What follows belongs to an exercise in optimizing a design on an open flow for small area, a short achievable clock period and few clock cycles; a production flow would make more cautious choices.
Function was checked by simulation only, so behaviour that the tests miss may differ from the original.
Power and IR drop assume default switching activity.

// tetris_top
module tetris_top (
    input  logic   clk,
    input  logic   rst_n,
    input  logic   in_valid,
    input  tetris_pkg::shape_t tetrominoes,
    input  tetris_pkg::col_t   position,
    output logic   score_valid,
    output tetris_pkg::score_t score,
    output logic   fail,
    output logic   tetris_valid,
    output tetris_pkg::board_t tetris
);
clock: 12.0 ns
lec_check: 0
cap_margin: 20
core_margin: 2
core_utilization: 30
setup_slack_margin: 5
slew_margin: 20
run.sh (not shown) runs the stock make flow with config.mk's settings and CLKGATE_MAP_FILE= SYNTH_SCRIPT=/design/flow/synth_recipe.tcl, a recipe that flattens the netlist after the stock synthesis.
Testbench counts at the start, summed over its fixed seeds: cycles 6,465.
Then changed:
==> flow/flow/run.sh (new file) <==
#!/bin/bash
# The standard layout (standard.sh, standard synthesis unchanged), with
# one change: the port buffers are plain buf_2 cells instead of the delay
# buffers that buffer_ports picks by default. Every port still gets a buffer.
# make's full output goes to flow.log; ORFS keeps each step's log in orfs/logs.
set -euo pipefail
bash standard.sh "BUFFER_PORTS_ARGS=-buffer_cell sky130_fd_sc_hd__buf_2" finish > flow.log 2>&1
==> flow/standard.sh (new file) <==
#!/bin/bash
# synth_recipe.tcl (not shown) runs the flow's synth.tcl, then flattens the netlist and writes it again
# the make line also repeats each setting of config.mk as NAME=value (left out here)
make -C /OpenROAD-flow-scripts/flow DESIGN_CONFIG=/design/flow/config.mk WORK_HOME=/design/flow/orfs CLKGATE_MAP_FILE= SYNTH_SCRIPT=/design/flow/synth_recipe.tcl "${@:-finish}"
removed: flow/run.sh
Wire length goes down by a few percent. Fmax goes up slightly. Worst hold slack improved by 5.8 ps. Die area does not change. Global-route usage goes down by 0.63 points. Power goes down by a few percent. Non-clock buffer count goes down by 16. Combinational power goes down by a few percent. Design area goes down by a few percent. Setup slack improved by 88 ps. Cell count goes down slightly.

tetris_top, a different RTL version from the one above (not shown whole).
For scale: roughly 1200 cells after synthesis, roughly 95 flip-flops.
==> flow/config.mk <==
export PLATFORM = sky130hd
export DESIGN_NAME = tetris_top
export DESIGN_NICKNAME = tetris_top
export VERILOG_FILES = /design/flow/design.v
export SDC_FILE = /design/flow/constraint.sdc
export NUM_CORES = 4
export LEC_CHECK = 0
export ABC_AREA = 1
export CAP_MARGIN = 20
export CORE_MARGIN = 2
export CORE_UTILIZATION = 30
export CTS_BUF_LIST = sky130_fd_sc_hd__clkbuf_4 sky130_fd_sc_hd__clkbuf_8
export SETUP_SLACK_MARGIN = 5
export SLEW_MARGIN = 20
==> flow/constraint.sdc <==
create_clock -name core_clock -period 12.0 [get_ports {clk}]
set_input_delay 2.4000 -clock core_clock [delete_from_list [all_inputs] [get_ports {clk}]]
set_output_delay 2.4000 -clock core_clock [all_outputs]
set_load 0.01 [all_outputs]
standard.sh (not shown) runs the stock make flow with config.mk's settings and CLKGATE_MAP_FILE= SYNTH_SCRIPT=/design/flow/synth_recipe.tcl, a recipe that flattens the netlist after the stock synthesis.
==> flow/flow/run.sh <==
#!/bin/bash
set -euo pipefail
MARGIN=6
rm -rf scripts_abc
cp -r "$FLOW_HOME/scripts" scripts_abc
cp flow/abc_area.script scripts_abc/abc_area.script
bash standard.sh "SCRIPTS_DIR=$PWD/scripts_abc" \
    "BUFFER_PORTS_ARGS=-buffer_cell sky130_fd_sc_hd__buf_2" \
    SETUP_SLACK_MARGIN=$MARGIN finish > flow.log 2>&1
==> flow/flow/abc_area.script <==
strash
dc2
&get -n
&dch -f
&nf
&put
buffer -c
topo
stime -c
upsize -c
dnsize -c
The baseline finished with timing, DRC and antenna clean.
Testbench counts at the start, summed over its fixed seeds: cycles 6,465.
Next try:
==> flow/flow/abc_area.script (replaced) <==
strash
dc2
balance
rewrite
refactor
balance
rewrite
rewrite -z
balance
refactor -z
rewrite -z
balance
dc2
&get -n
&dch -f
&nf
&put
buffer -c
topo
stime -c
upsize -c
dnsize -c
- CTS_BUF_LIST: sky130_fd_sc_hd__clkbuf_4 sky130_fd_sc_hd__clkbuf_8 -> not set
- cell area shrinks by about 1.3%
- sequential power is lower by 9.3%
- total power drops by about 17%
- combinational power falls by 26%
- critical path depth is higher by 2
- clock power is higher by 22%
- global-route usage is higher by 0.19 points
- via count is lower by 0.73%
- clock-buffer cell count climbs by 1
- synthesized area fell by about 1.1%
Next try:
==> flow/flow/abc_area.script (replaced) <==
strash
dc2
&get -n
&dch -f
&nf
&put
buffer -c
topo
stime -c
upsize -c
dnsize -c
- CAP_MARGIN: 20 -> 10
- SLEW_MARGIN: 20 -> 10
=>
- The changed run completed with no timing, DRC or antenna violations
- final cell count is higher slightly
- total power is higher by about a fifth
- design area is higher by a few percent
- hold slack hardly moves
- synthesized area is higher slightly
- via count is higher slightly
- setup slack gets better by 0.0073 ns
- sequential share of layout area is lower by 0.42 points
- routed wire length is lower by a few percent
- die area is higher slightly
Next try:
- CAP_MARGIN: 10 -> 20
- SLEW_MARGIN: 10 -> 20
Utilization shrinks by 0.11 points.
Worst setup slack stays flat.
Non-clock buffer count shrinks by 9.
Next try:
- ABC_CLOCK_PERIOD_IN_PS: not set -> 5500
Outcome:
- The new run finished clean
- wire length does not change
- first-iteration DRC count is unchanged
- non-clock buffer count does not change
- design area does not change
- utilization does not change
- setup slack does not change
- critical path depth stays the same
- flip-flop and latch count stays the same

[afterwards: timing with drivers on the ports]
Ports are ideal in the flow. The routed layouts listed here were re-timed in OpenROAD. Step 1 sets driving cells, clkbuf_16 on the clock port and buf_2 on the other inputs (assumed; they add their load-dependent delay and slew). Step 2 adds t to the input delays and takes it off the output delays; t is the mean of the earliest and latest rising clock arrival at the registers after step 1. Input paths then give back, and output paths get back, about the clock's delay inside the block. Three values: ideal, step 1, step 2; two values: the first two.
run | t (ns) | slack for setup (ns) | hold WS [ns]
the first run of note 1 | 0.414 | 5.257 / 5.224 / 4.846 | 0.498 / 0.498 / 0.498
the second run of note 1 | 0.408 | 5.345 / 5.299 / 5.063 | 0.503 / 0.503 / 0.503
the first run of note 2 | 0.441 | 6.078 / 6.038 / 5.692 | 0.503 / 0.503 / 0.503
the second run of note 2 | 0.423 | 6.091 / 6.039 / 5.732 | 0.504 / 0.504 / 0.504
the third run of note 2 | 0.406 | 6.098 / 6.049 / 5.733 | 0.507 / 0.507 / 0.507
the fourth run of note 2 | 0.415 | 6.099 / 6.048 / 5.746 | 0.506 / 0.506 / 0.506
the fifth run of note 2 | 0.415 | 6.099 / 6.048 / 5.746 | 0.506 / 0.506 / 0.506
After both steps every run listed still meets setup and hold. The setup slack of the first run of note 1, which loses most, moves by -0.033 ns with the drivers and by -0.411 ns with both steps.
